This design comes from an exercise in tuning for small area, a short achievable clock period and few clock cycles per item on the open sky130 flow, not from production work.
Function was checked by simulation only, so behaviour that the tests miss may differ from the original.

==> v14: inputs <==
// cordic_top
module cordic_top (
    input  logic               clk,
    input  logic               rst,
    input  logic               valid_in,
    input  logic [31:0]        angle_ieee754,
    output logic signed [15:0] sin_ieee754,
    output logic signed [15:0] cos_ieee754,
    output logic               valid,
    output logic signed [2:0]  flip_out
);
    logic       armed_q, s1_q, it_q, post_q, valid_q;
    logic [2:0] p_q;                   
    logic       idle, go;
    assign idle = ~(s1_q | it_q | post_q);
    assign go   = valid_in & armed_q & idle;
    logic [7:0]  w_e;
    logic        w_ok, w_neg;
    logic [25:0] w_mm, w_fix;
    logic [4:0]  w_sh;
    logic [8:0]  w_h;
    logic [3:0]  w_Q;
    logic [5:0]  w_rh;
    logic [22:0] w_r;
    always_comb begin
        w_e   = angle_ieee754[30:23];
        w_ok  = (w_e != 8'd0) && (w_e < 8'd137);
        w_neg = angle_ieee754[31] & w_ok;
        w_mm  = {1'b1, angle_ieee754[22:0], 2'b00};     
        w_sh  = 5'(8'd136 - w_e);
        w_fix = (w_e >= 8'd110 && w_e <= 8'd136) ? (w_mm >> w_sh) : 26'd0;
        w_h   = w_fix[25:17];
        if      (w_h >= 9'd495) w_Q = 4'd11;
        else if (w_h >= 9'd450) w_Q = 4'd10;
        else if (w_h >= 9'd405) w_Q = 4'd9;
        else if (w_h >= 9'd360) w_Q = 4'd8;
        else if (w_h >= 9'd315) w_Q = 4'd7;
        else if (w_h >= 9'd270) w_Q = 4'd6;
        else if (w_h >= 9'd225) w_Q = 4'd5;
        else if (w_h >= 9'd180) w_Q = 4'd4;
        else if (w_h >= 9'd135) w_Q = 4'd3;
        else if (w_h >= 9'd90)  w_Q = 4'd2;
        else if (w_h >= 9'd45)  w_Q = 4'd1;
        else                    w_Q = 4'd0;
        w_rh  = 6'(w_h - 9'(w_Q * 6'd45));
        w_r   = {w_rh, w_fix[16:0]};
    end
    logic [22:0] r_q;
    logic [2:0]  fl0_q, fl_q;          
    logic signed [15:0] w_z4;
    logic signed [18:0] w_x4, w_y4;
    logic        w_d1, w_d2, w_d3;
    logic [2:0]  w_d;
    always_comb begin
        w_d1  = (r_q >= 23'd2949116);
        if (w_d1) begin
            w_d2 = (r_q >= 23'd4690078);
            if (w_d2) w_d3 = (r_q >= 23'd5609962);
            else      w_d3 = (r_q >= 23'd3770194);
        end else begin
            w_d2 = (r_q >= 23'd1208154);
            if (w_d2) w_d3 = (r_q >= 23'd2128039);
            else      w_d3 = (r_q >= 23'd288270);
        end
  ...
export LEC_CHECK = 0
export CAP_MARGIN = 20
export CORE_MARGIN = 2
export CORE_UTILIZATION = 40
export SETUP_SLACK_MARGIN = 5
export SLEW_MARGIN = 20
create_clock -name core_clock -period 12.0 [get_ports {clk}]
run.sh (not shown) runs the stock make flow with config.mk's settings and CLKGATE_MAP_FILE= SYNTH_SCRIPT=/design/flow/synth_recipe.tcl, a recipe that flattens the netlist after the stock synthesis.
==> v16 (differences from v14) <==
--- a/flow/design.v
+++ b/flow/design.v
@@ -13,41 +13,43 @@
     logic       armed_q, s1_q, it_q, post_q, valid_q;
     logic [2:0] p_q;                   
     logic       idle, go;
     assign idle = ~(s1_q | it_q | post_q);
     assign go   = valid_in & armed_q & idle;
     logic [7:0]  w_e;
     logic        w_ok, w_neg;
+    logic        w_inr;
     logic [25:0] w_mm, w_fix;
-    logic [4:0]  w_sh;
+    logic [48:0] w_base;
     logic [8:0]  w_h;
     logic [3:0]  w_Q;
     logic [5:0]  w_rh;
     logic [22:0] w_r;
+    logic [9:0]  w_c [0:11];
+    logic [11:0] w_ge, w_oh;
     always_comb begin
         w_e   = angle_ieee754[30:23];
         w_ok  = (w_e != 8'd0) && (w_e < 8'd137);
         w_neg = angle_ieee754[31] & w_ok;
         w_mm  = {1'b1, angle_ieee754[22:0], 2'b00};     
-        w_sh  = 5'(8'd136 - w_e);
-        w_fix = (w_e >= 8'd110 && w_e <= 8'd136) ? (w_mm >> w_sh) : 26'd0;
+        w_inr  = w_e[7] ? (w_e[6:0] <= 7'd8) : (w_e[6:0] >= 7'd110);
+        w_base = w_e[7] ? {w_mm, 23'd0} : {32'd0, w_mm[25:9]};
+        w_fix  = w_inr ? 26'(w_base >> (~w_e[4:0])) : 26'd0;
         w_h   = w_fix[25:17];
-        if      (w_h >= 9'd495) w_Q = 4'd11;
-        else if (w_h >= 9'd450) w_Q = 4'd10;
-        else if (w_h >= 9'd405) w_Q = 4'd9;
-        else if (w_h >= 9'd360) w_Q = 4'd8;
-        else if (w_h >= 9'd315) w_Q = 4'd7;
-        else if (w_h >= 9'd270) w_Q = 4'd6;
-        else if (w_h >= 9'd225) w_Q = 4'd5;
-        else if (w_h >= 9'd180) w_Q = 4'd4;
-        else if (w_h >= 9'd135) w_Q = 4'd3;
-        else if (w_h >= 9'd90)  w_Q = 4'd2;
-        else if (w_h >= 9'd45)  w_Q = 4'd1;
-        else                    w_Q = 4'd0;
-        w_rh  = 6'(w_h - 9'(w_Q * 6'd45));
+        for (int k = 0; k < 12; k++) begin
+            w_c[k]  = {1'b0, w_h} - 10'(45 * k);
+            w_ge[k] = ~w_c[k][9];
+        end
+        w_Q  = 4'd0;
+        w_rh = 6'd0;
+        for (int k = 0; k < 12; k++) begin
+            w_oh[k] = w_ge[k] & ((k == 11) ? 1'b1 : ~w_ge[(k + 1) % 12]);
+            w_rh    = w_rh | ({6{w_oh[k]}} & w_c[k][5:0]);
+            w_Q     = w_Q | ({4{w_oh[k]}} & 4'(k));
+        end
         w_r   = {w_rh, w_fix[16:0]};
     end
     logic [22:0] r_q;
     logic [2:0]  fl0_q, fl_q;          
     logic signed [15:0] w_z4;
     logic signed [18:0] w_x4, w_y4;
     logic        w_d1, w_d2, w_d3;
@@ -293,23 +295,39 @@
     logic signed [5:0]  w_gx, w_gy, w_gs, w_gc;
     logic [18:0]        w_bs, w_bc;
     logic               w_ns, w_nc;
     logic signed [15:0] w_sin, w_cos;
     function automatic logic signed [15:0] round_q15(input logic [18:0] b,
                                                      input logic signed [5:0] g,
                                                      input logic n);
-        logic signed [20:0] t, s;
-        t = (n ? ~{2'b00, b} : {2'b00, b}) + 21'(n ? (6'sd3 - g) : (6'sd2 + g));
-        s = t >>> 2;
-        if (s > 21'sd32767)
-            round_q15 = 16'sh7FFF;
-        else if (s < -21'sd32768)
-            round_q15 = 16'sh8000;
-        else
-            round_q15 = 16'(s);
+        logic [20:0]        bb;
+        logic signed [5:0]  sm;
+        logic signed [7:0]  lo;
+        logic signed [14:0] hi, hc [0:2];
+        logic signed [15:0] res [0:2];
+        bb = n ? ~{2'b00, b} : {2'b00, b};
+        sm = n ? (6'sd3 - g) : (6'sd2 + g);
+        lo = {2'b00, bb[5:0]} + {{2{sm[5]}}, sm};
+        hi = bb[20:6];
+        hc[0] = hi - 15'sd1;
+        hc[1] = hi;
+        hc[2] = hi + 15'sd1;
+        for (int k = 0; k < 3; k++) begin
+            if (hc[k] >= 15'sd2048)
+                res[k] = 16'sh7FFF;
+            else if (hc[k] < -15'sd2048)
+                res[k] = 16'sh8000;
+            else
+                res[k] = {hc[k][11:0], lo[5:2]};
+        end
+        case (lo[7:6])
+            2'b11:   round_q15 = res[0];
+            2'b01:   round_q15 = res[2];
+            default: round_q15 = res[1];
+        endcase
     endfunction
     always_comb begin
         w_d14 = zu_q[15];
         w_d15 = zu_q[14];
         w_X   = x_q[17:14];
         w_Y   = y_q[17:14];
         w_yc  = (&y_q[14:4]) & (({1'b0, y_q[3:0]} + {1'b0, w_X}) >= 5'd16);
==> flow/config.mk (replaced) <==
export PLATFORM = sky130hd
export DESIGN_NAME = cordic_top
export DESIGN_NICKNAME = cordic_top
export VERILOG_FILES = /design/flow/design.v
export SDC_FILE = /design/flow/constraint.sdc
export NUM_CORES = 4
export LEC_CHECK = 0
export ABC_AREA = 1
export CAP_MARGIN = 20
export CORE_MARGIN = 2
export CORE_UTILIZATION = 40
export SETUP_SLACK_MARGIN = 5
export SLEW_MARGIN = 20
==> v36 (differences from v14) <==
==> flow/config.mk (replaced) <==
export PLATFORM = sky130hd
export DESIGN_NAME = cordic_top
export DESIGN_NICKNAME = cordic_top
export VERILOG_FILES = /design/flow/design.v
export SDC_FILE = /design/flow/constraint.sdc
export NUM_CORES = 4
export LEC_CHECK = 0
export CAP_MARGIN = 20
export CORE_MARGIN = 2
export CORE_UTILIZATION = 60
export SETUP_SLACK_MARGIN = 5
export SLEW_MARGIN = 20
==> comparison <==
v36 ran to the end with no violations. v16 passed the timing, DRC and antenna checks. v14 went through all stages and came out clean. The lowest sequential share of layout area belongs to v16, the highest to v36. Non-clock buffer count: v14 is higher than v36 (23). In synthesized cell count, v14 and v36 do not differ. Clock-buffer cell count, highest first: v14, v16, v36. In synthesized area, v36 and v14 do not differ.
==> figures <==
Result of the run: v16 timing/DRC/antenna clean; v36 timing/DRC/antenna clean; v14 timing/DRC/antenna clean
Worst setup skew after layout: v16 0.0282 ns; v36 0.0260 ns; v14 0.00982 ns
Clock Buffer Count: v16 19; v36 18; v14 26
Total number of yosys warnings: v16 6; v36 1; v14 1
Final worst path period need: v16 6.62 ns; v36 7.26 ns; v14 7.36 ns
Endpoint of the worst setup timing path: v16 r_q[22]; v36 sin_q[3]; v14 sin_q[11]
Fraction of the mapped netlist area in simple logic gates: v16 0.298; v36 0.153; v14 0.153
Share of the yosys chip area belonging to registers: v16 0.114; v36 0.131; v14 0.131
Clock-cell share of area: v16 0.0216; v36 0.0250; v14 0.0212
Multi-input combinational area share: v16 0.729; v36 0.722; v14 0.715
Multi-input gate area in the final layout: v16 0.0193 mm²; v36 0.0187 mm²; v14 0.0188 mm²
Testbench counts of v14, summed over its fixed seeds: cycles 19,208, items 2,400.
Testbench counts of v16, summed over its fixed seeds: cycles 19,208, items 2,400.
Testbench counts of v36, summed over its fixed seeds: cycles 19,208, items 2,400.

==> static timing again, ports no longer ideal <==
Ports are ideal in the flow. The routed layouts listed here were re-timed in OpenROAD.
Step 1: set_driving_cell puts a clkbuf_16 on clk and a buf_2 on each other input, an assumption about the parent block.
Step 2 times the ports against the registers' clock, not the clock port: input delays grow and output delays shrink by t, the midpoint of the rising clock arrivals with the driver on.
Three values: no drivers, after step 1, after step 2; two values: the first two.
| run | t (ns) | setup slack, ns | slew at the worst register clock pin (ns) |
|---|---|---|---|
| v14 | 0.537 | 4.636 / 4.636 / 4.636 | 0.06 / 0.06 |
| v16 | 0.534 | 5.381 / 5.382 / 4.873 | 0.08 / 0.08 |
| v36 | 0.507 | 4.740 / 4.740 / 4.702 | 0.08 / 0.08 |
After both steps setup and hold are still met in every run listed. For v16, which loses most, drivers alone change the setup slack by +0.001 ns; drivers and shift together by -0.508 ns.
